From an optimization exercise on the open Yosys and OpenROAD flow, aimed at small area, a short achievable clock period and few clock cycles; shortcuts taken in it are not production practice.
In this exercise RTL edits were held to simulation tests only and were not proved equivalent to the original.
Power is estimated from default activity; no workload was simulated.

<file path="flow/flow/run.sh">
#!/bin/bash
set -euo pipefail
bash standard.sh SETUP_SLACK_MARGIN=6.6 finish > standard.log 2>&1
</file>
<file path="flow/standard.sh">
#!/bin/bash
# synth_recipe.tcl (not shown) runs the flow's synth.tcl, then flattens the netlist and writes it again
# the make line also repeats each setting of config.mk as NAME=value (left out here)
make -C /OpenROAD-flow-scripts/flow DESIGN_CONFIG=/design/flow/config.mk WORK_HOME=/design/flow/orfs CLKGATE_MAP_FILE= SYNTH_SCRIPT=/design/flow/synth_recipe.tcl "${@:-finish}"
</file>
<file path="flow/config.mk">
export PLATFORM = sky130hd
export DESIGN_NAME = dcache
export DESIGN_NICKNAME = dcache
export VERILOG_FILES = /design/flow/design.v
export SDC_FILE = /design/flow/constraint.sdc
export NUM_CORES = 4
export LEC_CHECK = 0
export CAP_MARGIN = 20
export CORE_MARGIN = 2
export CORE_UTILIZATION = 40
export SLEW_MARGIN = 20
</file>
<file path="flow/constraint.sdc">
create_clock -name core_clock -period 10.0 [get_ports {clk}]
set_input_delay 2.0000 -clock core_clock [delete_from_list [all_inputs] [get_ports {clk}]]
set_output_delay 2.0000 -clock core_clock [all_outputs]
set_load 0.01 [all_outputs]
</file>
<file path="flow/design.v">
package dcache_geom_pkg;
    parameter int NUM_SETS      = 8;
    parameter int WORDS_PER_BLK = 2;
    typedef logic [31:0] word_t;
    typedef logic [25:0] tag_t;
    typedef logic [2:0]  set_idx_t;
    typedef logic [0:0]  blk_off_t;
    typedef logic way_t;
    typedef struct packed {
        tag_t       tag;
        set_idx_t   idx;
        blk_off_t   blkoff;
        logic [1:0] bytoff;
    } dcache_addr_t;
    typedef struct packed {
        logic                         valid;
        logic                         dirty;
        tag_t                         tag;
        word_t [WORDS_PER_BLK-1:0]    data;
    } frame_t;
endpackage
package dcache_bus_pkg;
    typedef struct packed {
        logic  ren;
        logic  wen;
        logic [31:0] addr;
        logic [31:0] wdata;
    } dp_req_t;
    typedef struct packed {
        logic  hit;
        logic [31:0] rdata;
    } dp_rsp_t;
    typedef struct packed {
        logic  ren;
        logic  wen;
        logic [31:0] addr;
        logic [31:0] wdata;
    } mem_req_t;
    typedef struct packed {
        logic  busy;
        logic [31:0] rdata;
    } mem_rsp_t;
endpackage
`timescale 1ns/1ps
module dcache (
    input  logic        clk,
    input  logic        rst_n,
    input  logic        dp_ren,
    input  logic        dp_wen,
    input  logic [31:0] dp_addr,
    input  logic [31:0] dp_wdata,
    output logic        dp_hit,
    output logic [31:0] dp_rdata,
    input  logic        halt,
    output logic        flushed,
    output logic        mem_ren,
    output logic        mem_wen,
    output logic [31:0] mem_addr,
    output logic [31:0] mem_wdata,
    input  logic        mem_busy,
    input  logic [31:0] mem_rdata
);
    localparam logic [2:0] S_IDLE = 3'd0;    
    localparam logic [2:0] S_FR   = 3'd1;    
    localparam logic [2:0] S_WB0  = 3'd2;    
    localparam logic [2:0] S_WB1  = 3'd3;    
    localparam logic [2:0] S_FO   = 3'd4;    
    localparam logic [2:0] S_FS   = 3'd5;    
    localparam logic [2:0] S_FW0  = 3'd6;    
    localparam logic [2:0] S_FW1  = 3'd7;    
    logic [15:0] valid_q, dirty_q;
    logic [7:0]  recent_q;                   
    logic [25:0] tag_q [16];
    logic [31:0] dat_q [32];
    logic [2:0]  state_q;
    logic        hit_q;                      
    logic        flushed_q;
    logic        mem_ren_q, mem_wen_q;
    logic [29:0] mem_addr_q;                 
    logic [31:0] mem_wdata_q;
    logic [31:0] rdata_q;
    logic [3:0]  acc_f;                      
    logic        acc_off, acc_wen;
    logic        vdirty_q;                   
    logic [4:0]  rsel_q;                     
    wire idle = (state_q == S_IDLE);
    wire req  = dp_ren || dp_wen;
    wire go   = idle && !hit_q && req;
    wire go_h = idle && !hit_q && halt;
    wire [25:0] a_tag = dp_addr[31:6];
    wire [2:0]  a_set = dp_addr[5:3];
    wire        a_off = dp_addr[2];
    logic [15:0] fsel, fmru, fhit;
    always_comb begin
        for (int f = 0; f < 16; f++) begin
            fsel[f] = valid_q[f] && (a_set == 3'(f));
            fmru[f] = (recent_q[f % 8] == (f >= 8));
            fhit[f] = fsel[f] && (tag_q[f] == a_tag);
        end
    end
    wire m0      = |fhit[7:0];
    wire m1      = |fhit[15:8];
    wire hit     = |fhit;
    wire mru_hit = |(fhit & fmru);
    wire lru_hit = |(fhit & ~fmru);
    wire a_rec   = recent_q[a_set];
    wire vway    = ~a_rec;
    wire answer  = mru_hit || (dp_wen && lru_hit);
    wire swap    = go && dp_ren && lru_hit;
    wire [3:0]  ridx = idle ? dp_addr[5:2] : rsel_q[3:0];
    wire [31:0] w0   = dat_q[{1'b0, ridx}];
    wire [31:0] w1   = dat_q[{1'b1, ridx}];
    wire [31:0] wsel = (idle ? a_rec : rsel_q[4]) ? w1 : w0;
    wire [25:0] tsel = tag_q[rsel_q[4:1]];
    logic [3:0] pf;
    logic       any_dirty;
    always_comb begin
        pf = 4'd0;
        for (int f = 15; f >= 0; f--) if (dirty_q[f]) pf = 4'(f);
        any_dirty = |dirty_q;
    end
    wire done_w = !mem_busy;
    always_ff @(posedge clk, negedge rst_n) begin
        if (!rst_n) begin
            state_q   <= S_IDLE;
            hit_q     <= 1'b0;
            flushed_q <= 1'b0;
            mem_ren_q <= 1'b0;
            mem_wen_q <= 1'b0;
        end else begin
            hit_q <= 1'b0;
            case (state_q)
                S_IDLE: begin
                    if (go) begin
                        if (answer) begin
                            hit_q <= 1'b1;
                        end else if (!hit) begin
                            mem_ren_q <= 1'b1;
                            state_q   <= S_FR;
                        end
                    end else if (go_h) begin
                        if (any_dirty) begin
                            state_q <= S_FS;
                        end else begin
                            flushed_q <= 1'b1;
                            state_q   <= S_FW0;
                        end
                    end
                end
                S_FR: if (done_w) begin
                    if (vdirty_q) begin
                        mem_ren_q <= 1'b0;
                        mem_wen_q <= 1'b1;
                        state_q   <= S_WB0;
                    end else begin
                        state_q   <= S_FO;
                    end
                end
                S_WB0: if (done_w) state_q <= S_WB1;
                S_WB1: if (done_w) begin
                    mem_wen_q <= 1'b0;
                    mem_ren_q <= 1'b1;
                    state_q   <= S_FO;
                end
                S_FO: if (done_w) begin
                    mem_ren_q <= 1'b0;
                    hit_q     <= 1'b1;
                    state_q   <= S_IDLE;
                end
                S_FS: begin
                    mem_wen_q <= 1'b1;
                    state_q   <= S_FW0;
                end
                S_FW0: if (done_w && !flushed_q) state_q <= S_FW1;
                S_FW1: if (done_w) begin
                    if (!any_dirty) begin
                        mem_wen_q <= 1'b0;
                        flushed_q <= 1'b1;
                    end
                    state_q <= S_FW0;
                end
                default: state_q <= S_IDLE;
            endcase
        end
    end
    always_ff @(posedge clk) begin
        if (idle) begin
            acc_f      <= {answer ? m1 : vway, a_set};
            acc_off    <= a_off;
            acc_wen    <= dp_wen;
            vdirty_q   <= dirty_q[{vway, a_set}];
            mem_addr_q <= {a_tag, a_set, a_off};
            rsel_q     <= halt ? {pf, 1'b0} : {vway, a_set, a_off};
        end else begin
            case (state_q)
                S_FR: if (done_w) begin
                    if (vdirty_q) mem_addr_q <= {tsel, rsel_q[3:0]};
                    else mem_addr_q[0] <= ~mem_addr_q[0];
                    rsel_q[0] <= ~rsel_q[0];
                end
                S_WB0, S_FW0: if (done_w) mem_addr_q[0] <= ~mem_addr_q[0];
                S_WB1: if (done_w) mem_addr_q <= {a_tag, a_set, ~a_off};
                S_FS: begin
                    mem_addr_q <= {tsel, rsel_q[3:0]};
                    rsel_q[0]  <= 1'b1;
                end
                S_FW1: if (done_w) begin
                    mem_addr_q <= {tsel, rsel_q[3:0]};
                    rsel_q[0]  <= 1'b1;
                end
                default: ;
            endcase
            if (state_q == S_FW0 && done_w) rsel_q <= {pf, 1'b0};
        end
        if (!idle && (!mem_busy || state_q == S_FS)) mem_wdata_q <= wsel;
        if (idle) rdata_q <= wsel;
        else if (state_q == S_FR) rdata_q <= mem_rdata;
    end
    wire fill = (state_q == S_FO);
    wire [31:0] wbus = fill ? mem_rdata : (acc_wen ? dp_wdata : rdata_q);
    wire flush_pick = (state_q == S_FS) || (state_q == S_FW1 && done_w);
    for (genvar f = 0; f < 16; f++) begin : g_frame
        wire sel = (acc_f == 4'(f));
        for (genvar w = 0; w < 2; w++) begin : g_word
            wire we = sel && (fill ? (acc_off != w[0]) : (hit_q && acc_off == w[0]));
            always_ff @(posedge clk) begin
                if (we) dat_q[2*f+w] <= wbus;
            end
        end
        always_ff @(posedge clk) begin
            if (fill && sel) tag_q[f] <= mem_addr_q[29:4];
        end
        always_ff @(posedge clk, negedge rst_n) begin
            if (!rst_n) begin
                valid_q[f] <= 1'b0;
                dirty_q[f] <= 1'b0;
            end else begin
                if (fill && sel) begin
                    valid_q[f] <= 1'b1;
                    dirty_q[f] <= 1'b0;
                end else if (hit_q && acc_wen && sel) begin
                    dirty_q[f] <= 1'b1;
                end else if (flush_pick && rsel_q[4:1] == 4'(f)) begin
                    dirty_q[f] <= 1'b0;
                end
            end
        end
    end
    always_ff @(posedge clk, negedge rst_n) begin
        if (!rst_n) begin
            recent_q <= '0;
        end else if (hit_q) begin
            recent_q[acc_f[2:0]] <= acc_f[3];
        end else if (swap) begin
            recent_q[a_set] <= ~a_rec;
        end
    end
    assign dp_hit    = hit_q;
    assign dp_rdata  = rdata_q;
    assign flushed   = flushed_q;
    assign mem_ren   = mem_ren_q;
    assign mem_wen   = mem_wen_q;
    assign mem_addr  = {mem_addr_q, 2'b00};
    assign mem_wdata = mem_wdata_q;
endmodule
</file>
==> results of run 1 <==
==> metal layers <==
| metal | vias up | GRT usage |
|---|---|---|
| li1 | 18500 | - |
| met2 | 4239 | 0.495 |
| met3 | 961 | 0.0976 |
| met1 | 24600 | 0.432 |
| met5 | - | 0.00517 |
| met4 | 18 | 0.191 |
==> synthesized netlist by cell type, types with 16 or more instances <==
master / instances
edfxtp_1: 1546
a22oi_1: 474
xor2_1: 415
nand2_1: 189
nand3_1: 158
nor4_1: 158
clkbuf_1: 146
nor2_1: 113
a21oi_1: 112
buf_2: 97
nand4_1: 95
a22o_1: 90
o21ai_0: 84
a221oi_1: 81
nor3_1: 78
mux2i_1: 56
dfrtp_1: 47
mux2_2: 42
o22ai_1: 41
inv_1: 27
a31oi_1: 20
or2_2: 18
nand2b_1: 16
o2111ai_1: 16
==> critical path, cell delays in order <==
cell and delay [ps]:
buf_12 130, buf_16 140, buf_12 120, nand4_1 100
mux2i_4 180, buf_12 220, buf_12 150, a22o_1 220
a221oi_2 340, nand4_1 200, o221ai_2 200, o21ai_2 150
mux2_2 300
==> state kept, by name, summed over array words and instances (netlist names), 3 cells and up <==
name / cells
dirty_q: 16
rsel_q: 5
recent_q: 8
state_q: 3
mem_wdata_q: 32
tag_q: 416
dat_q: 1024
acc_f: 4
valid_q: 16
rdata_q: 32
mem_addr_q: 30
==> stage by stage <==
stage	util	area, sq um	std cells
final	0.534	87800	7296
after global routing	0.534	87800	7292
after CTS	0.522	85900	7220
after detailed placement	0.437	71900	6581
after global placement	0.437	71900	6581
after floorplan	-	67300	4325
==> cell families (layout without fill, tap and decap cells) <==
kind of cell	count (synthesis)	count (layout)	share of synthesized area
flops	1593	1593	0.721
xor+xnor	419	419	0.0556
fa+ha+maj	11	11	0.00208
buf+inv	305	1071	0.0211
compound gates	1001	1002	0.111
other cells	1	6	0.0000568
simple gates	879	883	0.0690
mux	115	122	0.0202
==> cell type report <==
class | count | area (sq um) | share of cell area
well taps | 2189 | 2740 | 0.0312
repair buffers | 736 | 8590 | 0.0979
inverters | 29 | 143 | 0.00163
diodes | 4 | 10.0 | 0.000114
flip-flops and latches | 1593 | 47600 | 0.542
multi-input cells | 2439 | 23400 | 0.267
clock buffers | 219 | 4480 | 0.0510
clock inverters | 87 | 753 | 0.00858
==> where the power goes <==
group	switching [W]	internal, W
registers	0.000214	0.00783
clock network	0.00272	0.00331
logic	0.00339	0.00205
==> what timing repair did <==
action	4_1_cts	5_1_grt
cloned	68	12
setup buffers	265	60
pin swaps	172	117
setup endpoints to repair	1699	200
gates resized for setup	1348	172
==> final timing paths <==
kind / startpoint / to / slack [ps] / cells after the start
max: dp_addr[5] / rdata_q[11] / 6100 / 13
min: valid_q[6] / valid_q[6] / 470 / 1
max reg2reg: state_q[2] / rdata_q[22] / 6220 / 8
min reg2reg: valid_q[6] / valid_q[6] / 470 / 1
max in group asynchronous: rst_n / hit_q / 8150 / 2
min in group asynchronous: rst_n / dirty_q[6] / 1300 / 2
==> results.txt, run 1 <==
- Max Freq: 257 MHz
- Die ar.: 168000 sq um
- Ys flop type: edfxtp_1
- Hold Crit Class: reg2reg
- Library cells used by synthesis: 69
- CP max FO: 7
- NumNets Final: 5079
- Final wirelength: 288 mm
- Power Total: 0.0195 W
- Yosys top cell by area: edfxtp_1
- Max-Cap Viols: 0
- Pin count of the biggest net entering global routing: 59
- Worst EP arrival: 4470 ps
- Clock buffer depth: 3
- Htree depth: 4
- Vias: 48.3k
- Post-route antenna net violation count: 0
- DRC viols: 0
- Minimum clock period: 3900 ps
- Setup TNS: 0 ps
- Worst slack, placed: 3750 ps
- CP Class: in2reg
- Worst hold slack: 467 ps
- Starting Density: 0.401
- Clock transition at path regs: 60 ps
- Synth top area cells: edfxtp_1, xor2_1, a22oi_1
- Mean post-synth cell area: 15.3 sq um
- Post-route clock period utilization: 0.390
- Cell area power density: 222 nW/um^2
- Via density: 6.62
- Placer Congestion: 0.992
- Leakage: 28.6 nW
- Initial antenna violation count: 15
- Syn. warnings: 3
- Number of fill cells: 13.1k
- Iter 0 DRT Violations: 8602
- Met3 wire len: 39.0 mm
- Critical path data required time: 10580 ps
- Yosys top cell area share: 0.703
- Sink Count: 1593
- Syn Inst Count: 4324
- Core area: 164000 sq um
- Yosys reg bits: 1593
- Final hold vios: 0
- Met1 WL: 102 mm
- Commonest non-fill, non-tap cell in the layout: edfxtp_1
- Port Buf Inserts: 197
- CTS tree: yes
- Slew HR: 0.142
- # IOs: 202
- First-pass DRT Iterations: 6
- GR Overflow Total: 0
- Post-synth EDFFs: 1546
- WL/cell: 39.4 microns
- CTS Hold Buffers Added: 0
- Num CTS Buffers: 167
- Sequential share of the synthesized area: 0.721
- DP HPWL: 147 mm
- GR Util All Layers: 0.332
- Top layer in use: met5
- Synth async-reset ratio: 0.0295
- Row count: 149
- Worst Slack Setup Final: 6100 ps
- VDD IR-drop max: 0.000188 V
- Clk latency of the worst-skew pair: 830 ps
- Finish-stage setup viols: 0
- Die Width: 410 microns
- Met2 wire len: 125 mm
- Crit path capture type: flip-flop
- Most frequent cells in the layout: edfxtp_1, a22oi_1, buf_4, xor2_1, clkbuf_16
- Status: no timing/DRC/antenna violations
- Area grow syn2layout: 32.9%
- Startpoint Class: input pin
- Share of cells above drive strength 1: 0.334
- First-pass GRT wire length: 383 mm
- Clock Skew: 57.7 ps
- Unrepaired setup endpoints after global routing: yes
- Actual slew at the worst max-slew pin: 1280 ps
- Vias in the first global route: 45.4k
- Root buf cell: clkbuf_16
- Synthesized area: 66000 sq um
- Die Y: 410 microns
- Max Slew Vio Count: 0
Testbench counts, summed over its fixed seeds: cycles 11,253.
==> inputs of run 2 (changes only) <==
==> flow/run.sh (new file) <==
#!/bin/bash
# synth_recipe.tcl (not shown) runs the flow's synth.tcl, then flattens the netlist and writes it again
# the make line also repeats each setting of config.mk as NAME=value (left out here)
make -C /OpenROAD-flow-scripts/flow DESIGN_CONFIG=/design/flow/config.mk WORK_HOME=/design/flow/orfs CLKGATE_MAP_FILE= SYNTH_SCRIPT=/design/flow/synth_recipe.tcl finish
--- a/flow/config.mk
+++ b/flow/config.mk
@@ -10,2 +10,3 @@
 export CORE_UTILIZATION = 40
+export SETUP_SLACK_MARGIN = 5
 export SLEW_MARGIN = 20
removed: flow/flow/run.sh
removed: flow/standard.sh
==> run 2 against run 1 <==
Against the previous run: still clean on timing, DRC and antenna; clock skew grew 21 ps; core utilization shrank 6.5 points; final cell count decreased by 5.6%; sequential power is 2% higher; clock-buffer cell count down 4; critical path depth is 4 lower; worst hold slack got worse by 13 ps; die area unchanged; synthesized cell count unchanged; largest cell class unchanged; wire length fell by 13%; flip-flop and latch count stayed put.
==> results.txt, run 2 <==
- Status: no timing/DRC/antenna violations
- Num CTS Buffers: 166 (-0.60%)
- Cell area power density: 233 nW/um^2 (+5.0%)
- Yosys top cell area share: 0.703 (unchanged)
- Mux contribution to synthesized area: 0.0202 (unchanged)
- Synth top area cells: edfxtp_1, xor2_1, a22oi_1
- CTS tree: yes
- Buffer and inverter count on the worst path: 1 (-4)
- Actual slew at the worst max-slew pin: 1300 ps (+15.7 ps)
- Synth async-reset ratio: 0.0295 (unchanged)
- DRC viols: 0 (unchanged)
- Ys flop type: edfxtp_1
- Number of fill cells: 14.3k (+9.1%)
- Post-synthesis xor/xnor area fraction: 0.0556 (unchanged)
- Sink Count: 1593 (unchanged)
- CP max-delay cell: nor4_1
- Worst EP arrival: 5740 ps (+1270 ps)
- Minimum clock period: 5060 ps (+1160 ps)
- First-pass GRT wire length: 341 mm (-11%)
- Finish-stage setup viols: 0 (unchanged)
- Slew HR: 0.126 (-0.0153)
- Mean post-synth cell area: 15.3 sq um (unchanged)
- Finished Layout Cells: 6884 (-5.6%)
- Clock Skew: 78.5 ps (+20.7 ps)
- Post-synthesis adder-cell area fraction: 0.00208 (unchanged)
- WL/cell: 36.2 microns (-8.3%)
- Max Slew Vio Count: 0 (unchanged)
- Post-route cell area: 77100 sq um (-12%)
- GR Overflow Total: 0 (unchanged)
- Die Width: 410 microns (unchanged)
- Root buf cell: clkbuf_16
- Starting Density: 0.401 (unchanged)
- GR Util All Layers: 0.290 (-0.0418)
- CP Class: in2reg
- CTS Hold Buffers Added: 0 (unchanged)
- Sequential share of the synthesized area: 0.721 (unchanged)
- Startpoint Class: input pin
- Post-route antenna net violation count: 0 (unchanged)
- Clock transition at path regs: 60 ps (about the same)
- Critical Path Max Stage Delay: 850 ps (+510 ps)
- First-pass DRT Iterations: 6 (unchanged)
- Max FFs per register: 1024 (unchanged)
- Row count: 149 (unchanged)
- Compound-Gate Fraction of Synth Area: 0.111 (unchanged)
- CP delay by family, top: simple AND/OR/NAND/NOR gates
- Final wirelength: 249 mm (-13%)
- CP max FO: 17 (+10)
- Area grow syn2layout: 16.7%
- Placed insts: 6578 (-0.046%)
- Die ar.: 168000 sq um (unchanged)
- Max Freq: 198 MHz (-23%)
- Syn Inst Count: 4324 (unchanged)
- Port Buf Inserts: 197 (unchanged)
- NumNets Final: 4674 (-8.0%)
- Die Y: 410 microns (unchanged)
- Max-Cap Viols: 0 (unchanged)
- Biggest register: dat_q
- VDD IR-drop max: 0.000205 V (+9.2%)
- DP HPWL: 145 mm (-1.5%)
- Yosys top cell by area: edfxtp_1
- # IOs: 202 (unchanged)
- Final hold vios: 0 (unchanged)
- Synthesized area: 66000 sq um (unchanged)
- Worst hold slack: 453 ps (-13.4 ps)
- Placer Congestion: 1.02 (+2.8%)
- Htree depth: 4 (unchanged)
- Initial antenna violation count: 15 (unchanged)
- Post-synth EDFFs: 1546 (unchanged)
- Hold Crit Class: reg2reg
- Clk latency of the worst-skew pair: 850 ps (+20 ps)
- Placed inst area: 71300 sq um (-0.84%)
- Post-route clock period utilization: 0.506 (+0.116)
- Cell Chain, Critical Path: dlygate4sd2_1 -> xor2_1 -> nor4_1 -> nand4_1 -> o32ai_1 -> nor4_4 -> a21oi_2 -> mux2i_1 -> o311ai_0
- Crit path capture type: flip-flop
- Leakage: 24.5 nW (-14%)
- Syn. warnings: 3 (unchanged)
- Setup TNS: 0 ps (unchanged)
- Vias in the first global route: 41.6k (-8.4%)
- Vias: 44.2k (-8.5%)
- Commonest non-fill, non-tap cell in the layout: edfxtp_1
- Share of cells above drive strength 1: 0.130 (-0.204)
- Pin count of the biggest net entering global routing: 64 (+8.5%)
- Yosys reg bits: 1593 (unchanged)
- Biggest regs: dat_q (1024), tag_q (416)
- Unrepaired setup endpoints after global routing: yes
- Via density: 6.42 (-3.0%)
- Critical path data required time: 10680 ps (+100 ps)
- Core area: 164000 sq um (unchanged)
- Most frequent cells in the layout: edfxtp_1, a22oi_1, xor2_1, nand2_1, clkdlybuf4s50_1
- Most instantiated cells after synthesis: edfxtp_1, a22oi_1, xor2_1, nand2_1
- Simple-Gate Fraction of Synth Area: 0.0690 (unchanged)
- Largest family of logic cells by synthesized area: compound AO/OA/AOI/OAI gates
- Iter 0 DRT Violations: 7410 (-14%)
- Library cells used by synthesis: 69 (unchanged)
- Clock buffer depth: 3 (unchanged)
- Most common cell in the netlist: edfxtp_1
## run 2: cell counts after synthesis
No cell type changed its count.
## run 2: layer usage
layer / wire length, microns / track usage / vias up
li1: - / - / 17800
met5: 56 / 0 / -
met2: 110000 / 0.433 / 3138
met3: 28800 / 0.0659 / 581
met4: 12000 / 0.126 / 8
met1: 97900 / 0.407 / 22700
## run 2: cell type report
class | count | area (sq um) | area share
Multi-Input combinational cell | 2427 | 18100 | 0.234
Inverter | 29 | 110 | 0.00143
Timing Repair Buffer | 344 | 3180 | 0.0413
Antenna cell | 4 | 10.0 | 0.000130
Clock buffer | 215 | 4450 | 0.0578
Sequential cell | 1593 | 47600 | 0.618
Clock inverter | 83 | 907 | 0.0118
Tap cell | 2189 | 2740 | 0.0355
## run 2: worst paths after layout
kind | start | to | slack, ps | cells past startpoint
min in group asynchronous | rst_n | recent_q[2] | 1310 | 2
setup reg to reg | state_q[2] | rdata_q[13] | 5030 | 11
hold reg to reg | mem_addr_q[18] | tag_q[0][14] | 450 | 0
hold / removal | mem_addr_q[18] | tag_q[0][14] | 450 | 0
setup / recovery | dp_addr[12] | recent_q[6] | 4940 | 9
max in group asynchronous | rst_n | valid_q[1] | 8170 | 2
## run 2: per-stage QoR
stage          power (W)  setup slack, ps   util
2_1_floorplan     0.0101             5240      -
6_report          0.0180             4940  0.469
4_1_cts           0.0179             4990  0.467
5_1_grt           0.0184             4990  0.469
3_5_place_dp      0.0118             3470  0.434
3_3_place_gp      0.0118             3500  0.433
## run 2: kinds of logic after synthesis
| family | Yosys count |
|---|---|
| AND/OR/NAND/NOR | 879 |
| buffers and inverters | 305 |
| other | 1 |
| AO/OA/AOI/OAI | 1001 |
| XOR/XNOR | 419 |
| adder cells (fa/ha/maj) | 11 |
| flip-flops | 1593 |
| multiplexers | 115 |
## run 2: power by group
group / switching, W / internal [W]
Sequential: 0.000355 / 0.00783
Clock: 0.00267 / 0.00347
Combinational: 0.00247 / 0.00118
## run 2: repair_timing
action | CTS | global route
buffers inserted | 2 | 0
pin swaps | 0 | 1
gates resized for setup | 33 | 7
setup endpoints to repair | 38 | 17
==> inputs of run 3 (changes only) <==
--- a/flow/design.v
+++ b/flow/design.v
@@ -81,3 +81,5 @@
     logic [31:0] rdata_q;
-    logic [3:0]  acc_f;                      
+    logic [2:0]  acc_set;                    
+    logic        acc_rec, acc_mru;           
+    logic        sw_q;                       
     logic        acc_off, acc_wen;
@@ -87,4 +89,4 @@
     wire req  = dp_ren || dp_wen;
-    wire go   = idle && !hit_q && req;
-    wire go_h = idle && !hit_q && halt;
+    wire go   = idle && !hit_q && !sw_q && req;
+    wire go_h = idle && !hit_q && !sw_q && halt;
     wire [25:0] a_tag = dp_addr[31:6];
@@ -108,7 +110,14 @@
     wire answer  = mru_hit || (dp_wen && lru_hit);
-    wire swap    = go && dp_ren && lru_hit;
-    wire [3:0]  ridx = idle ? dp_addr[5:2] : rsel_q[3:0];
-    wire [31:0] w0   = dat_q[{1'b0, ridx}];
-    wire [31:0] w1   = dat_q[{1'b1, ridx}];
-    wire [31:0] wsel = (idle ? a_rec : rsel_q[4]) ? w1 : w0;
+    wire [7:0] rview = recent_q ^ {8{sw_q}};
+    wire [3:0] acc_f = {acc_mru ? acc_rec : ~acc_rec, acc_set};
+    logic [31:0] wsel_oh;
+    logic [31:0] wsel;
+    always_comb begin
+        wsel = '0;
+        for (int i = 0; i < 32; i++) begin
+            wsel_oh[i] = idle ? (a_set == 3'(i / 2 % 8) && a_off == i[0] && rview[i / 2 % 8] == (i >= 16))
+                              : (rsel_q == 5'(i));
+            wsel = wsel | ({32{wsel_oh[i]}} & dat_q[i]);
+        end
+    end
     wire [25:0] tsel = tag_q[rsel_q[4:1]];
@@ -126,2 +135,3 @@
             hit_q     <= 1'b0;
+            sw_q      <= 1'b0;
             flushed_q <= 1'b0;
@@ -130,3 +140,4 @@
         end else begin
-            hit_q <= 1'b0;
+            hit_q <= sw_q;
+            sw_q  <= 1'b0;
             case (state_q)
@@ -136,3 +147,5 @@
                             hit_q <= 1'b1;
-                        end else if (!hit) begin
+                        end else if (hit) begin
+                            sw_q <= 1'b1;
+                        end else begin
                             mem_ren_q <= 1'b1;
@@ -187,3 +200,5 @@
         if (idle) begin
-            acc_f      <= {answer ? m1 : vway, a_set};
+            acc_set    <= a_set;
+            acc_rec    <= a_rec;
+            acc_mru    <= mru_hit;
             acc_off    <= a_off;
@@ -253,4 +268,2 @@
             recent_q[acc_f[2:0]] <= acc_f[3];
-        end else if (swap) begin
-            recent_q[a_set] <= ~a_rec;
         end
==> flow/flow/run.sh (new file) <==
#!/bin/bash
set -euo pipefail
bash standard.sh SETUP_SLACK_MARGIN=6.2 finish > standard.log 2>&1
==> flow/standard.sh (new file) <==
#!/bin/bash
# synth_recipe.tcl (not shown) runs the flow's synth.tcl, then flattens the netlist and writes it again
# the make line also repeats each setting of config.mk as NAME=value (left out here)
make -C /OpenROAD-flow-scripts/flow DESIGN_CONFIG=/design/flow/config.mk WORK_HOME=/design/flow/orfs CLKGATE_MAP_FILE= SYNTH_SCRIPT=/design/flow/synth_recipe.tcl "${@:-finish}"
--- a/flow/config.mk
+++ b/flow/config.mk
@@ -9,4 +9,3 @@
 export CORE_MARGIN = 2
-export CORE_UTILIZATION = 40
-export SETUP_SLACK_MARGIN = 5
+export CORE_UTILIZATION = 55
 export SLEW_MARGIN = 20
removed: flow/run.sh
==> run 3 against run 2 <==
Against the previous run: critical path type unchanged; non-clock buffer count is 391 higher; register-to-register slack better by 1200 ps; still clean; combinational power is 36% lower; clock-buffer cell count is 9 lower; first-iteration DRC count is 32% higher; setup slack better by 1100 ps; worst hold slack better by 20 ps.
==> results.txt, run 3 <==
- Yosys top cell area share: 0.720 (+0.0172)
- CP Class: in2reg
- VDD IR-drop max: 0.000170 V (-17%)
- Worst Slack Setup Final: 6070 ps (+1120 ps)
- CTS Hold Buffers Added: 0 (unchanged)
- Ys flop type: edfxtp_1
- Slew HR: 0.247 (+0.121)
- Power Total: 0.0157 W (-13%)
- Worst EP arrival: 4460 ps (-1280 ps)
- R2R Setup Slk: 6250 ps (+1220 ps)
- Commonest non-fill, non-tap cell in the layout: edfxtp_1
- DRC viols: 0 (unchanged)
- Clk latency of the worst-skew pair: 800 ps (-50 ps)
- Clock Skew: 37.8 ps (-40.7 ps)
- Clock transition at path regs: 70 ps (about the same)
- Syn. warnings: 3 (unchanged)
- Number of fill cells: 7355 (-48%)
- Worst hold slack: 473 ps (+20.2 ps)
- Mean post-synth cell area: 16.1 sq um (+5.2%)
- Num CTS Buffers: 161 (-3.0%)
- Yosys reg bits: 1595 (+0.13%)
- Synthesized area: 64500 sq um (-2.3%)
- Most common cell in the netlist: edfxtp_1
- Startpoint Class: input pin
- # IOs: 202 (unchanged)
- Die Width: 346 microns (-16%)
- Status: no timing/DRC/antenna violations
- Vias: 47.0k (+6.4%)
- Port Buf Inserts: 197 (unchanged)
- CP max FO: 7 (-10)
- First-pass GRT wire length: 365 mm (+7.3%)
- FF/Latch Area: 47700 sq um (+0.13%)
- Die Y: 346 microns (-16%)
- Root buf cell: clkbuf_16
- Most instantiated cells after synthesis: edfxtp_1, a22oi_1, xnor2_1, nand4_1, a22o_1
- Final hold vios: 0 (unchanged)
- Finish-stage setup viols: 0 (unchanged)
- Row count: 125 (-16%)
- Die ar.: 120000 sq um (-29%)
- Worst slack, placed: 3530 ps (+56.8 ps)
- Post-synth EDFFs: 1547 (+0.065%)
- Initial antenna violation count: 25 (+10)
- Gate power share: 0.150 (-0.053)
- Biggest regs: dat_q (1024), tag_q (416)
- Setup TNS: 0 ps (unchanged)
- Most frequent cells in the layout: edfxtp_1, a22oi_1, buf_4, xnor2_1, nand4_1
- Max-Cap Viols: 0 (unchanged)
- Unrepaired setup endpoints after global routing: yes
- First-pass DRT Iterations: 6 (unchanged)
- Iter 0 DRT Violations: 9769 (+32%)
- DP HPWL: 134 mm (-7.1%)
- Cell-internal power: 0.0116 W (-7.2%)
- GR Overflow Total: 0 (unchanged)
- WL/cell: 44.4 microns (+23%)
- Max Slew Vio Count: 0 (unchanged)
- Clock buffer depth: 3 (unchanged)
- Placer Congestion: 1.00 (-1.7%)
- Share of cells above drive strength 1: 0.267 (+0.138)
- Actual slew at the worst max-slew pin: 1130 ps (-170 ps)
- Synth top area cells: edfxtp_1, xnor2_1, a22oi_1
- Post-route clock period utilization: 0.393 (-0.112)
- Library cells used by synthesis: 75 (+8.7%)
- Synth async-reset ratio: 0.0301 (+0.000590)
- Critical path data required time: 10530 ps (-150 ps)
- Crit path capture type: flip-flop
- NumNets Final: 4774 (+2.1%)
- Footprint of the multi-input gates: 19100 sq um (+5.7%)
- Leakage: 26.9 nW (+9.9%)
- Sink Count: 1595 (+0.13%)
- Syn Inst Count: 4016 (-7.1%)
- Hold Crit Class: reg2reg
- Sequential group share of total power: 0.485 (+0.030)
- Vias in the first global route: 43.2k (+3.8%)
- Max Freq: 254 MHz (+29%)
- Final wirelength: 281 mm (+13%)
- Final core occ: 0.709 (+0.241)
- Post-route antenna net violation count: 0 (unchanged)
- GR Util All Layers: 0.452 (+0.162)
- Starting Density: 0.555 (+0.153)
- Core area: 116000 sq um (-29%)
- Sw frac: 0.263 (-0.0431)
- Psw: 0.00413 W (-25%)
- Area grow syn2layout: 27.8%
- Pin count of the biggest net entering global routing: 58 (-9.4%)
- Via density: 7.42 (+16%)
- Cell area power density: 191 nW/um^2 (-18%)
- Minimum clock period: 3930 ps (-1120 ps)
- Sequential share of the synthesized area: 0.739 (+0.0180)
- CTS tree: yes
- Yosys top cell by area: edfxtp_1
- Clock share of power: 0.365 (+0.023)
- Max FFs per register: 1024 (unchanged)
- Htree depth: 4 (unchanged)
- Biggest register: dat_q
## run 3: final cells by class
cell class / count / share of cell area
clock buffer: 206 / 0.0514
inverter: 21 / 0.00105
tap: 1524 / 0.0231
clock inverter: 89 / 0.00836
antenna: 14 / 0.000425
sequential: 1595 / 0.578
timing repair buffer: 735 / 0.105
multi-input combinational: 2153 / 0.232
## run 3: final timing paths
path	start	end	cells after the start
max in group asynchronous	rst_n	state_q[1]	2
min in group asynchronous	rst_n	dirty_q[13]	2
setup / recovery	dp_addr[4]	rdata_q[6]	13
hold reg to reg	valid_q[12]	valid_q[12]	1
hold / removal	valid_q[12]	valid_q[12]	1
setup reg to reg	state_q[0]	rdata_q[19]	13
## run 3: critical path: stages
cell and delay, ps:
buf_12 110, buf_12 120, nand3b_1 130, buf_6 130, nand2b_4 160, o22ai_4 110
buf_12 190, buf_12 170, a22o_1 250, a221oi_2 200, nand3_1 140, or4_4 460
mux2_4 270
## run 3: cell families (layout without fill, tap and decap cells)
family | Yosys count | in the layout | share of synthesized area
simple gates | 680 | 681 | 0.0564
xor+xnor | 433 | 433 | 0.0588
flops | 1595 | 1595 | 0.739
other cells | 1 | 16 | 0.0000582
compound gates | 946 | 946 | 0.110
fa+ha+maj | 6 | 6 | 0.00113
buf+inv | 270 | 1051 | 0.0187
mux | 85 | 85 | 0.0153
## run 3: metrics by stage
stage          instance area, sq um  cells
2_1_floorplan                 65400   4017
3_3_place_gp                  69600   5642
3_5_place_dp                  69600   5642
4_1_cts                       80400   6226
5_1_grt                       82400   6323
6_report                      82400   6337
## run 3: repair_timing
action | CTS | global route
pin swaps | 138 | 122
cloned | 34 | 10
setup buffers | 255 | 86
setup endpoints to repair | 131 | 40
resized for setup | 555 | 178
hold endpoints to repair | 0 | 0
## run 3: power by group through the flow
stage	clock network (W)	registers [W]	logic, W
2_1_floorplan	0	0.00779	0.000840
3_3_place_gp	0	0.00783	0.00161
3_5_place_dp	0	0.00784	0.00162
4_1_cts	0.00571	0.00763	0.00209
5_1_grt	0.00600	0.00763	0.00237
6_report	0.00574	0.00763	0.00236
## run 3: metal layers
metal,global-route usage,routed length (microns)
met5,0,239
met4,0.193,14300
met3,0.209,53800
met2,0.620,116000
met1,0.620,96900
Testbench counts of run 3, summed over its fixed seeds: cycles 11,253.
==> inputs of run 4 (changes only) <==
==> flow/flow/run.sh (replaced) <==
#!/bin/bash
set -euo pipefail
bash standard.sh SETUP_SLACK_MARGIN=6.6 finish > standard.log 2>&1
==> run 4 against run 3 <==
Against the previous run: register-to-register slack got worse by 90 ps; final cell count decreased by 0.36%; critical path depth did not move; clock skew is 7.8 ps lower; power up 1.4%; highest routed layer unchanged; critical path type unchanged.
==> results.txt, run 4 <==
- Status: no timing/DRC/antenna violations
- Hold Crit Class: reg2reg
- Post-route antenna net violation count: 0 (unchanged)
- Clock buffer depth: 3 (unchanged)
- CP Class: in2reg
- Power Total: 0.0160 W (+1.4%)
- Final hold vios: 0 (unchanged)
- Placed insts: 5641 (-0.018%)
- Clock transition at path regs: 60 ps (about the same)
- Startpoint Class: input pin
- NumNets Final: 4755 (-0.40%)
- WL/cell: 43.8 microns (-1.2%)
- Yosys top cell by area: edfxtp_1
- Sequential group share of total power: 0.478 (-0.007)
- Psw: 0.00412 W (-0.36%)
- Final wirelength: 277 mm (-1.6%)
- Post-synth EDFFs: 1547 (unchanged)
- Startpoint of the worst hold path: valid_q[11]
- Max FFs per register: 1024 (unchanged)
- Unrepaired setup endpoints after global routing: yes
- Worst reg2reg path depth: 12 (-1)
- Most frequent cells in the layout: edfxtp_1, a22oi_1, xnor2_1, buf_4, nand4_1
- Leakage: 27.2 nW (+1.1%)
- Port Buf Inserts: 197 (unchanged)
- First-pass GRT wire length: 366 mm (+0.17%)
- VDD IR-drop max: 0.000174 V (+2.7%)
- Core area: 116000 sq um (unchanged)
- Yosys top cell area share: 0.720 (unchanged)
- Starting Density: 0.555 (unchanged)
- Pin count of the biggest net entering global routing: 57 (-1.7%)
- Commonest non-fill, non-tap cell in the layout: edfxtp_1
- Clk latency of the worst-skew pair: 800 ps (about the same)
- Post-route clock period utilization: 0.393 (-0.000446)
- GR Overflow Total: 0 (unchanged)
- GR Util All Layers: 0.453 (+0.000903)
- Worst reg2reg startpoint: state_q[0]
- Worst Hold End: valid_q[11]
- Gate power share: 0.143 (-0.007)
- Sequential share of the synthesized area: 0.739 (unchanged)
- Minimum clock period: 3930 ps (-4.46 ps)
- Finished Layout Cells: 6314 (-0.36%)
- Htree depth: 4 (unchanged)
- R2R Path End: rdata_q[30]
- Clock Skew: 30.0 ps (-7.81 ps)
- CTS tree: yes
- Setup TNS: 0 ps (unchanged)
- Ys flop type: edfxtp_1
- Final core occ: 0.712 (+0.00229)
- First-pass DRT Iterations: 8 (+2)
- Sw frac: 0.258 (-0.00462)
- Cell area power density: 193 nW/um^2 (+1.1%)
- Die Y: 346 microns (unchanged)
- Row count: 125 (unchanged)
- Finish-stage setup viols: 0 (unchanged)
- Synth top area cells: edfxtp_1, xnor2_1, a22oi_1
- Critical path data required time: 10540 ps (about the same)
- Worst EP arrival: 4470 ps (about the same)
- Worst Setup SP: dp_addr[3]
- Iter 0 DRT Violations: 10.1k (+3.8%)
- Synth async-reset ratio: 0.0301 (unchanged)
- Worst hold stages: 1 (unchanged)
- DP HPWL: 133 mm (-1.1%)
- CP max FO: 6 (-1)
- Worst hold slack: 469 ps (-4.60 ps)
- Via density: 7.36 (-0.81%)
- R2R Setup Slk: 6160 ps (-90 ps)
- Biggest regs: dat_q (1024), tag_q (416)
- Max Freq: 255 MHz (+0.11%)
- Mean post-synth cell area: 16.1 sq um (unchanged)
- Area grow syn2layout: 28.2%
- Initial antenna violation count: 8 (-68%)
- Placer Congestion: 0.991 (-1.1%)
- Num CTS Buffers: 162 (+0.62%)
- Vias: 46.5k (-1.2%)
- Syn Inst Count: 4016 (unchanged)
- Syn. warnings: 3 (unchanged)
- Clock share of power: 0.379 (+0.014)
- CTS Hold Buffers Added: 0 (unchanged)
- Die Width: 346 microns (unchanged)
- Most instantiated cells after synthesis: edfxtp_1, a22oi_1, xnor2_1, nand4_1, a22o_1
- Slew HR: 0.303 (+0.0557)
- Die ar.: 120000 sq um (unchanged)
- Sink Count: 1595 (unchanged)
- Vias in the first global route: 43.4k (+0.51%)
- Share of cells above drive strength 1: 0.298 (+0.0311)
- Library cells used by synthesis: 75 (unchanged)
- Synthesized area: 64500 sq um (unchanged)
- Max Slew Vio Count: 0 (unchanged)
- Max-Cap Viols: 0 (unchanged)
- Biggest register: dat_q
- Most common cell in the netlist: edfxtp_1
- Actual slew at the worst max-slew pin: 1050 ps (-83.6 ps)
- Cell-internal power: 0.0118 W (+2.1%)
- Crit path capture type: flip-flop
- # IOs: 202 (unchanged)
- Root buf cell: clkbuf_16
- DRC viols: 0 (unchanged)
- Yosys reg bits: 1595 (unchanged)
==> run 4: cell counts after synthesis <==
Identical to the previous run, type by type.
==> run 4: layer usage <==
metal / global-route usage / up-vias / share of wire
met5: 0 / - / 0.00035
met4: 0.182 / 10 / 0.050
met3: 0.195 / 783 / 0.19
met2: 0.629 / 4540 / 0.41
met1: 0.628 / 23600 / 0.35
li1: - / 17600 / -
==> run 4: metrics by stage <==
| step | instance area [sq um] | setup WS (ps) |
|---|---|---|
| after CTS | 81400 | 6150 |
| final | 82700 | 6070 |
| after detailed placement | 69600 | 3630 |
| after global placement | 69600 | 3720 |
| after global routing | 82700 | 6050 |
| after floorplan | 65500 | 5870 |
==> run 4: kinds of logic (layout without fill, tap and decap cells) <==
logic type / count (synthesis) / after routing / synth area share
adder cells (fa/ha/maj): 6 / 6 / 0.00113
other: 1 / 8 / 0.0000582
AND/OR/NAND/NOR: 680 / 681 / 0.0564
multiplexers: 85 / 85 / 0.0153
flip-flops: 1595 / 1595 / 0.739
XOR/XNOR: 433 / 433 / 0.0588
AO/OA/AOI/OAI: 946 / 946 / 0.110
buffers and inverters: 270 / 1036 / 0.0187
==> run 4: power by group through the flow <==
stage	logic [W]	registers, W	clock network (W)
after floorplan	0.000847	0.00779	0
after global placement	0.00162	0.00780	0
after detailed placement	0.00164	0.00782	0
after CTS	0.00211	0.00762	0.00601
after global routing	0.00232	0.00763	0.00628
final	0.00229	0.00762	0.00604
==> run 4: area by class of cell <==
cell class	count	area, sq um
Timing Repair Buffer	715	8350
Clock buffer	209	4340
Tap cell	1524	1910
Sequential cell	1595	47700
Fill cell	7344	33500
Inverter	21	91.3
Multi-Input combinational cell	2153	19400
Antenna cell	6	15.0
Clock inverter	91	892
==> run 4: worst max path at each step <==
| stage | endpoint | slack [ps] | cells after the start |
|---|---|---|---|
| final | rdata_q[23] | 6070 | 13 |
| after CTS | rdata_q[26] | 6150 | 13 |
| after global routing | rdata_q[23] | 6050 | 13 |
| after detailed placement | rdata_q[13] | 3630 | 9 |
| after global placement | rdata_q[13] | 3720 | 9 |
| after floorplan | rdata_q[27] | 5870 | 10 |
==> run 4: worst max-delay path, cell delays in order <==
cell      delay [ps]
buf_12           120
buf_16           130
nand3b_1         130
buf_6            140
o32ai_4          110
buf_12           230
buf_6            120
buf_8            120
a22o_1           200
a221oi_2         180
nand3_1          150
or4_4            520
mux2_4           290
==> run 4: what timing repair did <==
action                                  4_1_cts  5_1_grt
pin swaps                                   182      121
gates cloned                                 39        2
endpoints found under the setup margin     1268      110
resized for setup                          1150      116
hold endpoints to repair                      0        0
setup buffers                               272       52
==> inputs of run 5 (changes only) <==
==> flow/flow/run.sh (replaced) <==
#!/bin/bash
set -euo pipefail
bash standard.sh SETUP_SLACK_MARGIN=6.4 finish > standard.log 2>&1
==> run 5 against run 4 <==
Against the previous run: critical path depth unchanged; clock skew decreased by 3.4 ps; core utilization decreased by 0.42 points; area after synthesis unchanged; global-route usage decreased by 0.27 points; power about the same; clock-buffer cell count increased by 5; largest power group unchanged; flip-flop and latch count unchanged; critical endpoint is now rdata_q[12].
==> results.txt, run 5 <==
- Status: no timing/DRC/antenna violations
- Row count: 125 (unchanged)
- Library cells used by synthesis: 75 (unchanged)
- Pin count of the biggest net entering global routing: 53 (-7.0%)
- First-pass DRT Iterations: 8 (unchanged)
- CTS Hold Buffers Added: 0 (unchanged)
- Max Freq: 253 MHz (-0.55%)
- Actual slew at the worst max-slew pin: 1180 ps (+131 ps)
- Unrepaired setup endpoints after global routing: yes
- Leakage: 26.8 nW (-1.2%)
- Max-Cap Viols: 0 (unchanged)
- Final wirelength: 277 mm (about the same)
- Final core occ: 0.707 (-0.00424)
- Ys flop type: edfxtp_1
- Iter 0 DRT Violations: 9431 (-7.0%)
- CP max FO: 7 (+1)
- Clock transition at path regs: 60 ps (about the same)
- Max Slew Vio Count: 0 (unchanged)
- Port Buf Inserts: 197 (unchanged)
- Syn. warnings: 3 (unchanged)
- Starting Density: 0.555 (unchanged)
- Die Y: 346 microns (unchanged)
- Worst reg2reg startpoint: sw_q
- Root buf cell: clkbuf_16
- VDD IR-drop max: 0.000192 V (+9.9%)
- Most common cell in the netlist: edfxtp_1
- Initial antenna violation count: 16 (+8)
- Synthesized area: 64500 sq um (unchanged)
- Worst reg2reg path depth: 9 (-3)
- Crit path capture type: flip-flop
- CTS tree: yes
- Clk latency of the worst-skew pair: 790 ps (about the same)
- WL/cell: 44.2 microns (+0.79%)
- Startpoint of the worst hold path: valid_q[7]
- DP HPWL: 134 mm (+0.40%)
- Cell area power density: 194 nW/um^2 (+0.69%)
- Critical path data required time: 10530 ps (about the same)
- CP Class: in2reg
- Die ar.: 120000 sq um (unchanged)
- Hold Crit Class: reg2reg
- DRC viols: 0 (unchanged)
- Vias in the first global route: 42.9k (-1.2%)
- GR Util All Layers: 0.450 (-0.00273)
- Yosys reg bits: 1595 (unchanged)
- Worst hold stages: 1 (unchanged)
- Finish-stage setup viols: 0 (unchanged)
- Htree depth: 4 (unchanged)
- Slew HR: 0.216 (-0.0871)
- # IOs: 202 (unchanged)
- Most frequent cells in the layout: edfxtp_1, a22oi_1, xnor2_1, buf_4, nand4_1
- R2R Setup Slk: 6200 ps (+40 ps)
- GR Overflow Total: 0 (unchanged)
- Core area: 116000 sq um (unchanged)
- Vias: 46.6k (+0.20%)
- Worst EP arrival: 4480 ps (about the same)
- Worst Hold End: valid_q[7]
- Post-route antenna net violation count: 0 (unchanged)
- Syn Inst Count: 4016 (unchanged)
- Share of cells above drive strength 1: 0.270 (-0.0285)
- Clock buffer depth: 3 (unchanged)
- Post-synth EDFFs: 1547 (unchanged)
- Yosys top cell area share: 0.720 (unchanged)
- Synth async-reset ratio: 0.0301 (unchanged)
- Yosys top cell by area: edfxtp_1
- Area grow syn2layout: 27.5%
- NumNets Final: 4707 (-1.0%)
- R2R Path End: rdata_q[25]
- Minimum clock period: 3950 ps (+21.8 ps)
- Sequential share of the synthesized area: 0.739 (unchanged)
- Max FFs per register: 1024 (unchanged)
- Biggest regs: dat_q (1024), tag_q (416)
- Clock Skew: 26.6 ps (-3.40 ps)
- Setup TNS: 0 ps (unchanged)
- Via density: 7.43 (+0.95%)
- Num CTS Buffers: 163 (+0.62%)
- Post-route clock period utilization: 0.395 (+0.00218)
- Placer Congestion: 0.994 (+0.34%)
- Biggest register: dat_q
- Sink Count: 1595 (unchanged)
- First-pass GRT wire length: 365 mm (-0.16%)
- Mean post-synth cell area: 16.1 sq um (unchanged)
- Power Total: 0.0160 W (about the same)
- Startpoint Class: input pin
- Number of fill cells: 7406 (+0.84%)
- Final hold vios: 0 (unchanged)
- Synth top area cells: edfxtp_1, xnor2_1, a22oi_1
- Most instantiated cells after synthesis: edfxtp_1, a22oi_1, xnor2_1, nand4_1, a22o_1
- Die Width: 346 microns (unchanged)
- Commonest non-fill, non-tap cell in the layout: edfxtp_1
## run 5: cell counts after synthesis
Identical to the previous run, type by type.
## run 5: worst max path at each step
stage	startpoint	endpoint	cells after the start
2_1_floorplan	dp_addr[3]	rdata_q[27]	10
3_3_place_gp	dp_addr[4]	rdata_q[12]	10
3_5_place_dp	dp_addr[4]	rdata_q[12]	10
4_1_cts	state_q[2]	rdata_q[2]	13
5_1_grt	dp_addr[5]	rdata_q[13]	14
6_report	dp_addr[5]	rdata_q[12]	13
## run 5: timing repair
item	CTS	global route
buffers inserted	230	51
gates resized for setup	754	163
cloned	37	5
hold endpoints to repair	0	0
pin swaps	175	117
setup endpoints to repair	1133	534
## run 5: where the power goes
| part | total, W | internal [W] | switching (W) |
|---|---|---|---|
| clock network | 0.00608 | 0.00347 | 0.00261 |
| registers | 0.00764 | 0.00752 | 0.000126 |
| logic | 0.00224 | 0.000893 | 0.00135 |
## run 5: critical path, stage by stage
cell and delay, ps:
buf_12 110, buf_16 140, nor3b_4 180, nand3_2 120
o22ai_4 90, buf_12 170, buf_12 130, buf_6 120
a22o_1 200, a221oi_2 170, nand3_1 120, or4_4 620
mux2_4 280
## run 5: final cells by class
type	count	area (sq um)	area share
Timing Repair Buffer	667	7960	0.0969
Inverter	21	86.3	0.00105
Clock buffer	214	4450	0.0541
Tap cell	1524	1910	0.0232
Multi-Input combinational cell	2152	19300	0.235
Sequential cell	1595	47700	0.580
Antenna cell	13	32.5	0.000396
Clock inverter	81	792	0.00964
## run 5: logic make-up (layout without fill, tap and decap cells)
group,after synthesis,count (layout),synth area share
multiplexers,85,85,0.0153
AND/OR/NAND/NOR,680,680,0.0564
other,1,15,0.0000582
AO/OA/AOI/OAI,946,946,0.110
adder cells (fa/ha/maj),6,6,0.00113
flip-flops,1595,1595,0.739
buffers and inverters,270,983,0.0187
XOR/XNOR,433,433,0.0588
## run 5: per-stage QoR
| step | cells | setup WS, ps | cell area, sq um | hold slack, ps |
|---|---|---|---|---|
| global route | 6254 | 6030 | 82200 | 481 |
| global placement | 5634 | 3630 | 69600 | 451 |
| detailed placement | 5634 | 3550 | 69600 | 453 |
| CTS | 6196 | 6140 | 80900 | 471 |
| floorplan | 4017 | 5870 | 65500 | 439 |
| finish | 6267 | 6050 | 82200 | 470 |
## run 5: metal layers
metal / track usage / wire length, microns
met1: 0.625 / 96200
met2: 0.625 / 114000
met4: 0.183 / 14800
met5: 0 / 114
met3: 0.193 / 52100
==> inputs of run 6 (changes only) <==
--- a/flow/config.mk
+++ b/flow/config.mk
@@ -10,2 +10,3 @@
 export CORE_UTILIZATION = 55
+export CTS_BUF_LIST = sky130_fd_sc_hd__clkbuf_8
 export SLEW_MARGIN = 20
==> run 6 against run 5 <==
Against the previous run: largest power group unchanged; combinational power barely moved; still clean; register-to-register slack improved by 70 ps; clock power fell by 11%; clock-buffer cell count rose by 71; final cell count rose by 3.2%; area after synthesis did not move; sequential power barely moved; clock skew rose by 76 ps.
==> results.txt, run 6 <==
- Critical Path Max Stage Delay: 430 ps (-190 ps)
- Cell area power density: 188 nW/um^2 (-3.4%)
- CP most frequent cell: buf_12
- Most frequent cells in the layout: edfxtp_1, a22oi_1, buf_4, xnor2_1, clkbuf_8
- CP max-delay cell: or3_4
- Placed insts: 5634 (unchanged)
- Sequential share of the synthesized area: 0.739 (unchanged)
- Die Y: 346 microns (unchanged)
- Worst reg2reg path depth: 9 (unchanged)
- Worst Hold End: valid_q[10]
- Cell-internal power: 0.0112 W (-6.1%)
- Starting Density: 0.555 (unchanged)
- Yosys top cell by area: edfxtp_1
- Final wirelength: 277 mm (+0.23%)
- Actual slew at the worst max-slew pin: 1180 ps (+6.86 ps)
- Startpoint Class: input pin
- Sink Count: 1595 (unchanged)
- Share of cells above drive strength 1: 0.294 (+0.0243)
- Clock Skew: 102 ps (+75.6 ps)
- Pin count of the biggest net entering global routing: 53 (unchanged)
- CP max FO: 7 (unchanged)
- CP delay by family, top: simple AND/OR/NAND/NOR gates
- Syn. warnings: 3 (unchanged)
- Synth async-reset ratio: 0.0301 (unchanged)
- Worst reg2reg startpoint: state_q[2]
- GR Util All Layers: 0.440 (-0.00981)
- Clock transition at path regs: 60 ps (about the same)
- Max Freq: 261 MHz (+3.0%)
- Mean post-synth cell area: 16.1 sq um (unchanged)
- Hold Crit Class: reg2reg
- Psw: 0.00412 W (+0.81%)
- Leakage: 26.9 nW (+0.39%)
- VDD IR-drop max: 0.000180 V (-5.8%)
- GR Overflow Total: 0 (unchanged)
- Gate power share: 0.146 (+0.005)
- Final hold vios: 0 (unchanged)
- DP HPWL: 134 mm (unchanged)
- CTS tree: yes
- Synthesized area: 64500 sq um (unchanged)
- Worst EP arrival: 4520 ps (+40 ps)
- Most instantiated cells after synthesis: edfxtp_1, a22oi_1, xnor2_1, nand4_1, a22o_1
- Clock buffer depth: 4 (+1)
- Worst hold stages: 1 (unchanged)
- Synth top area cells: edfxtp_1, xnor2_1, a22oi_1
- Syn Inst Count: 4016 (unchanged)
- R2R Path End: rdata_q[29]
- R2R Setup Slk: 6270 ps (+70 ps)
- Num CTS Buffers: 276 (+69%)
- Commonest non-fill, non-tap cell in the layout: edfxtp_1
- Finish-stage setup viols: 0 (unchanged)
- Biggest regs: dat_q (1024), tag_q (416)
- DRC viols: 0 (unchanged)
- Minimum clock period: 3840 ps (-114 ps)
- Vias: 47.1k (+1.2%)
- Number of cells on the critical path: 14 (+1)
- Yosys top cell area share: 0.720 (unchanged)
- NumNets Final: 4857 (+3.2%)
- Post-route antenna net violation count: 0 (unchanged)
- Clk latency of the worst-skew pair: 1000 ps (+210 ps)
- Port Buf Inserts: 197 (unchanged)
- Placer Congestion: 0.994 (unchanged)
- Sw frac: 0.270 (+0.0138)
- Startpoint of the worst hold path: valid_q[10]
- Yosys reg bits: 1595 (unchanged)
- Status: no timing/DRC/antenna violations
- CTS Hold Buffers Added: 0 (unchanged)
- Iter 0 DRT Violations: 9835 (+4.3%)
- Unrepaired setup endpoints after global routing: yes
- Vias in the first global route: 43.6k (+1.7%)
- WL/cell: 42.9 microns (-2.9%)
- First-pass DRT Iterations: 6 (-2)
- Initial antenna violation count: 19 (+3)
- Sequential group share of total power: 0.500 (+0.021)
- Die ar.: 120000 sq um (unchanged)
- Post-route clock period utilization: 0.384 (-0.0114)
- Finished Layout Cells: 6466 (+3.2%)
- Buffer and inverter count on the worst path: 6 (+1)
- Worst hold slack: 468 ps (-1.32 ps)
- Critical path data required time: 10690 ps (+160 ps)
- Library cells used by synthesis: 75 (unchanged)
- Slew HR: 0.212 (-0.00458)
- Ys flop type: edfxtp_1
- # IOs: 202 (unchanged)
- Max-Cap Viols: 0 (unchanged)
- Row count: 125 (unchanged)
- First-pass GRT wire length: 359 mm (-1.9%)
- Via density: 7.29 (-1.9%)
- Area grow syn2layout: 26.2%
- Cell Chain, Critical Path: buf_12 -> buf_12 -> nand3b_1 -> buf_4 -> nand2b_4 -> o22ai_4 -> buf_12 -> buf_12 -> buf_6 -> a22o_1 -> a221oi_2 -> nand4_1 -> or3_4 -> mux2_4
- Post-synth EDFFs: 1547 (unchanged)
- Most common cell in the netlist: edfxtp_1
- Biggest register: dat_q
- Max FFs per register: 1024 (unchanged)
- Setup TNS: 0 ps (unchanged)
- Crit path capture type: flip-flop
- Htree depth: 5 (+1)
- Clock share of power: 0.354 (-0.027)
- Die Width: 346 microns (unchanged)
- Max Slew Vio Count: 0 (unchanged)
- Core area: 116000 sq um (unchanged)
- Final core occ: 0.700 (-0.00726)
- CP Class: in2reg
- Root buf cell: clkbuf_8
==> run 6: changes by cell type in the layout (fill, tap and decap cells not counted), sizes merged, moves of 8 or more <==
cell	previous run	this run
clkinv	57	77
inv	28	102
buf	480	576
clkbuf	225	308
bufinv	13	5
dlygate4sd2	88	6
==> run 6: worst reg2reg max path, cell delays in order, from the launching register on <==
cell,delay [ps]
dfrtp_4,590
o31ai_2,490
or3_1,440
o22ai_4,240
buf_12,240
a22o_1,230
a221oi_1,220
nand3_1,120
or4_4,600
mux2_2,300
==> run 6: layer usage <==
layer	share of wire	wire length, microns	vias up	GRT usage
met1	0.35	96800	23800	0.610
li1	-	-	17800	-
met4	0.050	13800	20	0.173
met2	0.41	114000	4734	0.615
met3	0.19	52500	855	0.190
met5	0.00050	140	-	0
==> run 6: power groups by stage <==
| stage | clock network (W) | registers, W | logic (W) |
|---|---|---|---|
| global route | 0.00567 | 0.00765 | 0.00226 |
| CTS | 0.00537 | 0.00764 | 0.00197 |
| detailed placement | 0 | 0.00784 | 0.00161 |
| floorplan | 0 | 0.00779 | 0.000845 |
| finish | 0.00540 | 0.00764 | 0.00223 |
| global placement | 0 | 0.00783 | 0.00159 |
==> run 6: cell type report <==
type                       instances  area, sq um
fill                            7532        34900
sequential                      1595        47700
antenna                           12         30.0
tap                             1524         1910
clock buffer                     285         3920
clock inverter                   173          855
inverter                          21         93.8
multi-input combinational       2153        19000
timing repair buffer             703         7870
==> run 6: worst max path at each step <==
stage                               end            start  slack (ps)
after CTS                 mem_wdata[12]  mem_wdata_q[12]        6270
after floorplan             rdata_q[27]       dp_addr[3]        5870
after global placement      rdata_q[12]       dp_addr[4]        3630
after detailed placement    rdata_q[12]       dp_addr[4]        3550
final                       rdata_q[22]       dp_addr[5]        6160
after global routing        rdata_q[22]       dp_addr[5]        6150
==> run 6: cells by family after synthesis <==
kind of cell	synth area share
DFF	0.739
xor gates and xnor gates	0.0588
muxes	0.0153
buffers and inverters	0.0187
AOI/OAI and AO/OA	0.110
and+or+nand+nor	0.0564
other	0.0000582
adders and majority gates	0.00113
==> run 6: what timing repair did <==
item,in CTS,in global routing
hold endpoints to repair,0,0
gates resized for setup,871,183
cloned,27,16
buffers inserted,213,104
pin swaps,103,130
setup endpoints to repair,1095,255
==> run 6: metrics by stage <==
stage          setup slack (ps)  power, W  area (sq um)
2_1_floorplan              5870   0.00864         65500
3_3_place_gp               3630   0.00942         69600
3_5_place_dp               3550   0.00945         69600
4_1_cts                    6270    0.0150         79000
5_1_grt                    6150    0.0156         81300
6_report                   6160    0.0153         81300
==> inputs of run 7 (changes only) <==
--- a/flow/config.mk
+++ b/flow/config.mk
@@ -12 +12,2 @@
 export SLEW_MARGIN = 20
+export TNS_END_PERCENT = 10
==> run 7 against run 6 <==
Against the previous run: clock-buffer cell count fell by 5; sequential share of layout area rose by 1.6 points; fmax grew 0.38%; cell area is 2.7% lower; worst hold slack about the same.
==> results.txt, run 7 <==
- Syn. warnings: 3 (unchanged)
- Biggest regs: dat_q (1024), tag_q (416)
- Power Total: 0.0150 W (-1.7%)
- DP HPWL: 132 mm (-1.1%)
- Ys flop type: edfxtp_1
- CTS tree: yes
- Library cells used by synthesis: 75 (unchanged)
- First-pass DRT Iterations: 8 (+2)
- CP Class: in2reg
- Syn Inst Count: 4016 (unchanged)
- GR Util All Layers: 0.435 (-0.00523)
- Final wirelength: 271 mm (-2.4%)
- Num CTS Buffers: 274 (-0.72%)
- Htree depth: 5 (unchanged)
- Sink Count: 1595 (unchanged)
- Sequential share of the synthesized area: 0.739 (unchanged)
- Final hold vios: 0 (unchanged)
- Critical path data required time: 10860 ps (+170 ps)
- Commonest non-fill, non-tap cell in the layout: edfxtp_1
- Mean post-synth cell area: 16.1 sq um (unchanged)
- Setup TNS: 0 ps (unchanged)
- Pin count of the biggest net entering global routing: 50 (-5.7%)
- Startpoint of the worst hold path: valid_q[14]
- Die ar.: 120000 sq um (unchanged)
- First-pass GRT wire length: 354 mm (-1.2%)
- Yosys top cell area share: 0.720 (unchanged)
- Status: no timing/DRC/antenna violations
- Clock buffer depth: 4 (unchanged)
- Clock Skew: 81.0 ps (-21.2 ps)
- Row count: 125 (unchanged)
- Crit path capture type: flip-flop
- Iter 0 DRT Violations: 8856 (-10%)
- Most frequent cells in the layout: edfxtp_1, a22oi_1, xnor2_1, clkbuf_8, buf_4
- Number of fill cells: 7924 (+5.2%)
- Synth async-reset ratio: 0.0301 (unchanged)
- GR Overflow Total: 0 (unchanged)
- Core area: 116000 sq um (unchanged)
- Biggest register: dat_q
- # IOs: 202 (unchanged)
- Die Y: 346 microns (unchanged)
- WL/cell: 42.6 microns (-0.76%)
- Startpoint Class: input pin
- Synth top area cells: edfxtp_1, xnor2_1, a22oi_1
- Max-Cap Viols: 0 (unchanged)
- Vias in the first global route: 43.0k (-1.5%)
- Area grow syn2layout: 22.7%
- Post-route clock period utilization: 0.382 (-0.00145)
- Root buf cell: clkbuf_8
- Worst EP arrival: 4680 ps (+160 ps)
- Post-synth EDFFs: 1547 (unchanged)
- Starting Density: 0.555 (unchanged)
- Initial antenna violation count: 14 (-5)
- Cell area power density: 190 nW/um^2 (+1.1%)
- Clock transition at path regs: 60 ps (about the same)
- Via density: 7.26 (-0.47%)
- Max Slew Vio Count: 0 (unchanged)
- Placer Congestion: 1.01 (+1.5%)
- Clk latency of the worst-skew pair: 990 ps (about the same)
- CP max FO: 17 (+10)
- Max FFs per register: 1024 (unchanged)
- Worst Setup SP: dp_addr[19]
- Slew HR: 0.287 (+0.0752)
- Hold Crit Class: reg2reg
- Footprint of the multi-input gates: 18300 sq um (-3.7%)
- Finish-stage setup viols: 0 (unchanged)
- VDD IR-drop max: 0.000131 V (-28%)
- Most common cell in the netlist: edfxtp_1
- Synthesized area: 64500 sq um (unchanged)
- CTS Hold Buffers Added: 0 (unchanged)
- DRC viols: 0 (unchanged)
- FF/Latch Area: 47700 sq um (unchanged)
- Actual slew at the worst max-slew pin: 1070 ps (-113 ps)
- Minimum clock period: 3820 ps (-14.5 ps)
- Yosys reg bits: 1595 (unchanged)
- Most instantiated cells after synthesis: edfxtp_1, a22oi_1, xnor2_1, nand4_1, a22o_1
- Post-route antenna net violation count: 0 (unchanged)
- NumNets Final: 4743 (-2.3%)
- Yosys top cell by area: edfxtp_1
- Die Width: 346 microns (unchanged)
- Share of cells above drive strength 1: 0.242 (-0.0523)
- Port Buf Inserts: 197 (unchanged)
- Worst reg2reg startpoint: acc_rec
- Vias: 46.1k (-2.2%)
- Unrepaired setup endpoints after global routing: yes
- Leakage: 25.9 nW (-3.7%)
- Max Freq: 262 MHz (+0.38%)
-- run 7: cell families after synthesis --
kind of cell,share of synthesized area
other cells,0.0000582
buf+inv,0.0187
mux,0.0153
xor+xnor,0.0588
compound gates,0.110
simple gates,0.0564
fa+ha+maj,0.00113
flops,0.739
-- run 7: final cells by class --
class	count	share of cell area
Sequential cell	1595	0.602
Clock inverter	182	0.0108
Timing Repair Buffer	591	0.0814
Inverter	21	0.00115
Tap cell	1524	0.0241
Antenna cell	11	0.000348
Clock buffer	280	0.0487
Multi-Input combinational cell	2153	0.231
-- run 7: timing repair --
| action | in CTS | in global routing |
|---|---|---|
| setup endpoints to repair | 743 | 297 |
| pin swaps | 59 | 65 |
| resized for setup | 591 | 93 |
| hold endpoints to repair | 0 | 0 |
| gates cloned | 21 | 11 |
| buffers inserted | 143 | 79 |
-- run 7: routing by layer --
metal	vias to the layer above	global-route usage	routed length, microns
met5	-	0	55
met1	23300	0.607	95900
met2	4533	0.607	113000
li1	17600	-	-
met3	779	0.185	49800
met4	10	0.167	12200
-- run 7: worst paths after layout --
| kind | end | slack [ps] | depth (start not counted) |
|---|---|---|---|
| min | valid_q[14] | 470 | 1 |
| min in group asynchronous | dirty_q[11] | 1210 | 2 |
| max reg2reg | dat_q[19][13] | 6340 | 5 |
| max | state_q[1] | 6180 | 10 |
| max in group asynchronous | state_q[0] | 8020 | 2 |
| min reg2reg | valid_q[14] | 470 | 1 |
-- run 7: per-stage QoR --
step | hold WS, ps | util | std cells | setup slack [ps] | instance area (sq um)
after CTS | 470 | 0.668 | 6254 | 6300 | 77600
after global routing | 486 | 0.681 | 6349 | 6230 | 79100
final | 469 | 0.681 | 6357 | 6180 | 79100
after floorplan | 439 | - | 4017 | 5870 | 65300
after detailed placement | 453 | 0.598 | 5628 | 3240 | 69500
after global placement | 451 | 0.598 | 5628 | 3300 | 69500
-- run 7: worst max-delay path, stage by stage --
cell and delay [ps]:
buf_2 470, xnor2_1 160, nand4_1 380, nor2_1 120, nand4_1 110, buf_4 150
nand4_1 110, or4_4 590, a211oi_1 310, o221a_2 250
-- run 7: power breakdown --
group | switching, W | total (W) | internal [W]
logic | 0.00132 | 0.00210 | 0.000785
registers | 0.0000961 | 0.00761 | 0.00752
clock network | 0.00263 | 0.00530 | 0.00267
total | 0.00404 | 0.0150 | 0.0110

## separate check: timing with driven ports
How much do the figures lean on ideal ports? The routed layouts below were timed once more, with nothing changed but the port constraints. Step 1 sets driving cells, clkbuf_16 on the clock port and buf_2 on the other inputs (assumed; they add their load-dependent delay and slew). Step 2 adds t to the input delays and takes it off the output delays; t is the mean of the earliest and latest rising clock arrival at the registers after step 1. Input paths then give back, and output paths get back, about the clock's delay inside the block. Three values: no drivers, after step 1, after step 2; two values: the first two.
run | t (ns) | slack for setup (ns) | latest minus earliest clock arrival (ns) | pins driven straight from the clock port
run 1 | 0.891 | 6.103 / 6.086 / 5.195 | 0.064 / 0.064 | 1
run 2 | 0.893 | 4.944 / 5.014 / 4.120 | 0.081 / 0.081 | 1
run 3 | 0.858 | 6.068 / 6.084 / 5.226 | 0.042 / 0.042 | 1
run 4 | 0.866 | 6.072 / 6.089 / 5.223 | 0.035 / 0.034 | 1
run 5 | 0.859 | 6.050 / 6.073 / 5.215 | 0.031 / 0.031 | 1
run 6 | 1.014 | 6.164 / 6.175 / 5.164 | 0.105 / 0.105 | 1
run 7 | 1.022 | 6.178 / 6.172 / 5.150 | 0.085 / 0.085 | 1
After both steps every run listed still meets setup and hold. For run 7, which loses most, drivers alone change the setup slack by -0.006 ns; drivers and shift together by -1.028 ns.
